Context: an optimization exercise on an open-source flow, tuned for small area. The choices shown serve that exercise and are no tape-out recipe.
RTL that was checked went through simulation tests only; none was proved equivalent to the original.
Power and IR drop assume default switching activity.

Setup of before:
==> flow/design.v <==
package pq_pkg;
    typedef enum logic [1:0] {
        IDLE = 2'b00,
        INS  = 2'b01,
        REM  = 2'b10
    } ctrl_state_t;
endpackage
`timescale 1ns/100ps
module value_router (
    input  logic [32-1:0] slot_key,
    input  logic [32-1:0] carry_key,
    input  logic                  compare_en,
    input  logic                  force_swap,
    output logic                  swap
);
    logic lt;
    always_comb begin
        lt = 1'b0;
        for (int i = 0; i < 32; i++) begin
            lt = (slot_key[i] != carry_key[i]) ? carry_key[i] : lt;
        end
    end
    assign swap = force_swap | (compare_en & lt);
endmodule
`timescale 1ns/100ps
module queue_bram (
    input  logic                  clk,
    input  logic                  load,
    input  logic [32-1:0] load_data,
    input  logic                  swap,
    output logic [32-1:0] head,
    output logic [32-1:0] carry
);
    localparam int RING = 16 - 1;
    logic [32-1:0] ring [RING];
    assign head = ring[0];
    always_ff @(posedge clk) begin
        for (int i = 0; i < RING - 1; i++) ring[i] <= ring[i+1];
        ring[RING-1] <= swap ? carry : ring[0];
    end
    logic sel_load, sel_swap, sel_hold;
    assign sel_load = load;
    assign sel_swap = swap & ~load;
    assign sel_hold = ~(swap | load);
    always_ff @(posedge clk) begin
        carry <= ({32{sel_load}} & load_data)
               | ({32{sel_swap}} & ring[0])
               | ({32{sel_hold}} & carry);
    end
endmodule
`timescale 1ns/100ps
module queue_controller (
    input  logic       clk,
    input  logic       reset,
    input  logic       insert,
    input  logic       remove,
    output logic       load,
    output logic       compare_en,
    output logic       force_swap,
    output logic       busy,
    output logic       full,
    output logic       empty,
    output logic       data_valid
);
    localparam logic [3:0] S0  = 4'b0001;
    localparam logic [3:0] S1  = 4'b0010;
    localparam logic [3:0] S14 = 4'b1000;
    function automatic logic [3:0] step_up(input logic [3:0] s);
        step_up = {s[2:0], s[3] ^ s[2]};
    endfunction
    function automatic logic [3:0] step_down(input logic [3:0] s);
        step_down = {s[0] ^ s[3], s[3:1]};
    endfunction
    logic       ins;
    logic       run;
    logic       rem;
    logic [3:0] ofs;
    logic [3:0] cnt_code;
    logic       cnt_hi;
    logic idle, acc_rem, at_head, at_last, at_cnt, active, done;
    assign idle    = !(ins || rem);
    assign full    = cnt_hi && (cnt_code == S1);
    assign empty   = !cnt_hi && (cnt_code == S0);
    assign busy    = !idle;
    assign at_head = (ofs == S0);
    assign at_last = (ofs == S14);
    assign at_cnt  = !cnt_hi && (ofs == cnt_code);
    assign load    = idle && insert && !full;
    assign acc_rem = idle && remove && !empty;
    assign data_valid = rem && at_head;
    assign active     = ins && (run || at_head);
    assign done       = active && (at_cnt || at_last);
    assign compare_en = active;
    assign force_swap = (active && at_cnt) || (data_valid && full);
    always_ff @(posedge clk) begin
        if (reset) begin
            ins      <= 1'b0;
            run      <= 1'b0;
            rem      <= 1'b0;
            ofs      <= S0;
            cnt_code <= S0;
            cnt_hi   <= 1'b0;
        end else begin
            ins <= load || (ins && !done);
            run <= active && !done;
            rem <= acc_rem || (rem && !data_valid);
            ofs <= data_valid ? S0 : step_up(ofs);
            if (done) begin
                cnt_code <= step_up(cnt_code);
                if (cnt_code == S14) cnt_hi <= 1'b1;
            end else if (data_valid) begin
                cnt_code <= step_down(cnt_code);
                if (cnt_code == S0) cnt_hi <= 1'b0;
            end
        end
    end
endmodule
`timescale 1ns/100ps
module priority_queue_top (
    input  logic                  clk,
    input  logic                  reset,
    input  logic                  insert,
    input  logic [32-1:0] insert_data,
    input  logic                  remove,
    output logic                  busy,
    output logic                  full,
    output logic                  empty,
    output logic [32-1:0] data_out,
    output logic                  data_valid
);
    logic                  load;
    logic                  compare_en;
    logic                  force_swap;
    logic                  swap;
    logic [32-1:0] head;
    logic [32-1:0] carry;
    queue_controller u_ctrl (
        .clk        (clk),
        .reset      (reset),
        .insert     (insert),
        .remove     (remove),
        .load       (load),
        .compare_en (compare_en),
        .force_swap (force_swap),
        .busy       (busy),
        .full       (full),
        .empty      (empty),
        .data_valid (data_valid)
    );
    value_router u_router (
        .slot_key   (head),
        .carry_key  (carry),
        .compare_en (compare_en),
        .force_swap (force_swap),
        .swap       (swap)
    );
    queue_bram u_bram (
        .clk       (clk),
        .load      (load),
        .load_data (insert_data),
        .swap      (swap),
        .head      (head),
        .carry     (carry)
    );
    assign data_out = head;
endmodule
export LEC_CHECK = 0
export CAP_MARGIN = 20
export CORE_MARGIN = 2
export CORE_UTILIZATION = 70
export PLACE_DENSITY = 0.8
export SLEW_MARGIN = 20
create_clock -name core_clock -period 6.0 [get_ports {clk}]
standard.sh (not shown) runs the stock make flow with config.mk's settings and CLKGATE_MAP_FILE= SYNTH_SCRIPT=/design/flow/synth_recipe.tcl, a recipe that flattens the netlist after the stock synthesis.
==> flow/flow/run.sh <==
#!/bin/bash
# Standard layout with three changes: the port buffers use the smallest
# buffer cell, the clock tree uses clkbuf_4 leaves without dummy loads, and
# cells with slack to spare are sized down after placement.
set -euo pipefail
here=$(pwd)
export BUFFER_PORTS_ARGS="-buffer_cell sky130_fd_sc_hd__buf_1"
export CTS_ARGS="-sink_clustering_enable -repair_clock_nets -sink_clustering_size 12 -sink_clustering_max_diameter 30 -buf_list sky130_fd_sc_hd__clkbuf_4 -dont_use_dummy_load"
export POST_RESIZE_TCL="$here/flow/downsize.tcl"
bash standard.sh > standard.log 2>&1
==> flow/flow/downsize.tcl <==
# Size down cells that have slack to spare
log_cmd repair_timing -recover_power 100
Setup changes, before to after
- CORE_UTILIZATION changed from 70 to 85
- PLACE_DENSITY changed from 0.8 to 0.92
==> flow/flow/run.sh <==
#!/bin/bash
# Standard layout with four changes: synthesis maps the logic with an
# area-oriented ABC script, the port buffers use the smallest buffer cell,
# the clock tree uses small clkbuf_4 leaves without dummy loads, and cells
# with slack to spare are sized down after placement.
set -euo pipefail
here=$(pwd)
# ORFS scripts as shipped, but with ABC's mapping script replaced
cp -r "$FLOW_HOME/scripts" "$here/orfs_scripts"
cp "$here/flow/abc_area.script" "$here/orfs_scripts/abc_speed.script"
export SCRIPTS_DIR="$here/orfs_scripts"
export BUFFER_PORTS_ARGS="-buffer_cell sky130_fd_sc_hd__buf_1"
export CTS_ARGS="-sink_clustering_enable -repair_clock_nets -sink_clustering_size 12 -sink_clustering_max_diameter 40 -buf_list sky130_fd_sc_hd__clkbuf_4 -dont_use_dummy_load"
export POST_RESIZE_TCL="$here/flow/downsize.tcl"
bash standard.sh > standard.log 2>&1
==> flow/flow/abc_area.script (new file) <==
strash
dc2
dch -f
map -a
topo
stime -c
Results
after never completed, since it errored out during detailed placement (3_5_place_dp).
Summary of after over before: width of the die shows a reduction of 11%; final weighted congestion of routability-driven global placement increased by 0.47% relative to the old numbers; synthesized cell count picked up an extra 18; area after synthesis has decreased.
Taking before as the reference, in after effective utilization at floorplan higher, net count after synthesis higher, simple-gate area share of the yosys netlist lower, height of the die lower.

========
xenon:
RTL: the design.v shown in full above, as it stands there.
Settings: LEC_CHECK=0, CAP_MARGIN=20, CORE_MARGIN=2, CORE_UTILIZATION=78, PLACE_DENSITY=0.86, SLEW_MARGIN=20; clock period 6.0 ns.
==> flow/flow/run.sh <==
#!/bin/bash
# Standard layout with four changes: synthesis maps the logic with an
# area-oriented ABC script, the port buffers use the smallest buffer cell,
# the clock tree uses small clkbuf_4 leaves without dummy loads, and cells
# with slack to spare are sized down after placement.
set -euo pipefail
here=$(pwd)
# ORFS scripts as shipped, but with ABC's mapping script replaced
cp -r "$FLOW_HOME/scripts" "$here/orfs_scripts"
cp "$here/flow/abc_area.script" "$here/orfs_scripts/abc_speed.script"
export SCRIPTS_DIR="$here/orfs_scripts"
export BUFFER_PORTS_ARGS="-buffer_cell sky130_fd_sc_hd__buf_1"
export CTS_ARGS="-sink_clustering_enable -repair_clock_nets -sink_clustering_size 12 -sink_clustering_max_diameter 40 -buf_list sky130_fd_sc_hd__clkbuf_4 -dont_use_dummy_load"
export POST_RESIZE_TCL="$here/flow/downsize.tcl"
bash standard.sh > standard.log 2>&1
==> flow/flow/abc_area.script <==
strash
dc2
dch -f
map -a
topo
stime -c
Scripts as last shown in full above: flow/flow/downsize.tcl
### xenon -> juniper
- a change of CORE_UTILIZATION from 78 to 70
- a change of PLACE_DENSITY from 0.86 to 0.8
-- flow/flow/run.sh --
<<< xenon, line 11
export SCRIPTS_DIR="$here/orfs_scripts"
export BUFFER_PORTS_ARGS="-buffer_cell sky130_fd_sc_hd__buf_1"
export CTS_ARGS="-sink_clustering_enable -repair_clock_nets -sink_clustering_size 12 -sink_clustering_max_diameter 40 -buf_list sky130_fd_sc_hd__clkbuf_4 -dont_use_dummy_load"
export POST_RESIZE_TCL="$here/flow/downsize.tcl"
bash standard.sh > standard.log 2>&1
>>> juniper, line 11
export SCRIPTS_DIR="$here/orfs_scripts"
export BUFFER_PORTS_ARGS="-buffer_cell sky130_fd_sc_hd__buf_1"
export CTS_ARGS="-sink_clustering_enable -repair_clock_nets -sink_clustering_size 12 -sink_clustering_max_diameter 30 -buf_list sky130_fd_sc_hd__clkbuf_4 -dont_use_dummy_load"
export POST_RESIZE_TCL="$here/flow/downsize.tcl"
bash standard.sh > standard.log 2>&1
--- outcome ---
juniper completed every stage of the flow, and the final layout passed the timing, DRC and antenna checks.
Final hold slack in juniper vs xenon: down 0.039 ns
When the final numbers for xenon and juniper were put side by side, the routed wire length on met3 turned out to be greater in xenon.
Looking at global-route track usage on met3 across xenon and juniper, the one that comes out lower is juniper.
Compared with xenon, juniper shows a lower number of iterations in the first detailed-routing pass.
Going from xenon to juniper, the share of the clock period used by the worst path was found to have gone down by 4.5 points.
Diff xenon and juniper: post-synthesis to final-layout area growth lower in xenon

========
job 9746:
Another version of the RTL of priority_queue_top (not shown whole).
Size: roughly 770 cells after synthesis, ~530 flip-flops, roughly 0.013 mm2 of cells after synthesis.
Settings: LEC_CHECK=0, CAP_MARGIN=20, CORE_MARGIN=2, CORE_UTILIZATION=70, CTS_BUF_LIST=sky130_fd_sc_hd__clkbuf_8, CTS_CLUSTER_DIAMETER=35, CTS_CLUSTER_SIZE=22, PLACE_DENSITY=0.8, SLEW_MARGIN=20; clock period 6.0 ns.
run.sh (not shown) runs the stock make flow with config.mk's settings and CLKGATE_MAP_FILE= SYNTH_SCRIPT=/design/flow/synth_recipe.tcl, a recipe that flattens the netlist after the stock synthesis.
Stock flow here: none of the scripts above is used.
diff inputs: job 9746 => job 783
--- a/flow/config.mk
+++ b/flow/config.mk
@@ -6,10 +6,9 @@
 export NUM_CORES = 4
 export LEC_CHECK = 0
+export ABC_AREA = 1
 export CAP_MARGIN = 20
 export CORE_MARGIN = 2
 export CORE_UTILIZATION = 70
-export CTS_BUF_LIST = sky130_fd_sc_hd__clkbuf_8
-export CTS_CLUSTER_DIAMETER = 35
-export CTS_CLUSTER_SIZE = 22
+export CTS_BUF_LIST = sky130_fd_sc_hd__clkbuf_4 sky130_fd_sc_hd__clkbuf_8
 export PLACE_DENSITY = 0.8
 export SLEW_MARGIN = 20
## What came out
On job 783: sequential cell area share is 2.2 points lower than what job 9746 gave.
Across both runs, final net count was higher for job 783 than for job 9746.
Run comparison: job 9746 type of the worst setup path reg2out; job 783 type of the worst setup path reg2reg
Delta(global-route usage, job 783 - job 9746) > 0
Inputs modified between job 783 and job 2259:
--- a/flow/config.mk
+++ b/flow/config.mk
@@ -6,9 +6,10 @@
 export NUM_CORES = 4
 export LEC_CHECK = 0
-export ABC_AREA = 1
 export CAP_MARGIN = 20
 export CORE_MARGIN = 2
 export CORE_UTILIZATION = 70
-export CTS_BUF_LIST = sky130_fd_sc_hd__clkbuf_4 sky130_fd_sc_hd__clkbuf_8
+export CTS_BUF_LIST = sky130_fd_sc_hd__clkbuf_16
+export CTS_CLUSTER_DIAMETER = 50
+export CTS_CLUSTER_SIZE = 30
 export PLACE_DENSITY = 0.8
 export SLEW_MARGIN = 20
==> comparison <==
Per the comparison of job 2259 with job 783, final cell count went down by 19%, total instance count after detailed placement dropped 183, global routing met1 resource utilization decreased 0.75 points, cell area down 500 um2, minimum clock period went down by 0.34 ns. Period utilization for job 2259: 5.6 points down relative to job 783. As of job 2259, net switching power had fallen by more than 10% compared to job 783.
Changes in job 5749 relative to job 2259:
--- a/flow/config.mk
+++ b/flow/config.mk
@@ -9,7 +9,7 @@
 export CORE_MARGIN = 2
 export CORE_UTILIZATION = 70
-export CTS_BUF_LIST = sky130_fd_sc_hd__clkbuf_16
-export CTS_CLUSTER_DIAMETER = 50
-export CTS_CLUSTER_SIZE = 30
+export CTS_BUF_LIST = sky130_fd_sc_hd__clkbuf_8
+export CTS_CLUSTER_DIAMETER = 40
+export CTS_CLUSTER_SIZE = 18
 export PLACE_DENSITY = 0.8
 export SLEW_MARGIN = 20
### Flow results
Job 5749 improves on job 2259 in power.
Job 5749 vs. job 2259: post-route clock period utilization decreased by 0.69 points relative to the old numbers, shortest clock period the worst path allows after layout saw a decrease.
Comparing job 5749 and job 2259, the higher share of the final layout cell area in sequential cells is on job 5749.
On highest attainable clock frequency, the higher figure sits with job 5749, not job 2259.
When the final numbers for job 5749 and job 2259 were put side by side, the via count of the first global-routing pass turned out to be greater in job 2259.
No run of this note included a check of the RTL's function; only the layout flow was run.

==> afterwards: timing with drivers on the ports <==
How much do the figures lean on ideal ports? The routed layouts below were timed once more, with nothing changed but the port constraints. Step 1 assumes that a clkbuf_16 drives the clock port and a buf_2 every other input. Step 2 moves the port delays by t, midway between the first and last clock arrival at a register: inputs arrive t later, outputs are due t later. That takes back most of the time a late clock gives input paths. a / b / c = ideal / step 1 / step 2; a / b = the first two.
run	t (ns)	setup slack, ns	worst setup path after step 2	latest minus earliest clock arrival (ns)	worst register clock-pin slew, ns
before	0.692	1.786 / 1.786 / 1.689	input to register	0.098 / 0.098	0.11 / 0.11
xenon	0.709	0.496 / 0.496 / 0.496	register to register	0.058 / 0.058	0.12 / 0.12
juniper	0.698	0.766 / 0.766 / 0.766	register to register	0.064 / 0.064	0.12 / 0.12
job 9746	0.599	2.663 / 2.621 / 2.319	input to register	0.026 / 0.026	0.12 / 0.12
job 783	0.605	2.281 / 2.281 / 2.281	register to register	0.019 / 0.020	0.07 / 0.07
job 2259	0.607	2.619 / 2.619 / 2.256	input to register	0.026 / 0.027	0.11 / 0.11
job 5749	0.595	2.660 / 2.620 / 2.325	input to register	0.021 / 0.021	0.10 / 0.10
After both steps every run listed still meets setup and hold. The setup slack of job 2259, which loses most, moves by 0.000 ns with the drivers and by -0.363 ns with both steps.
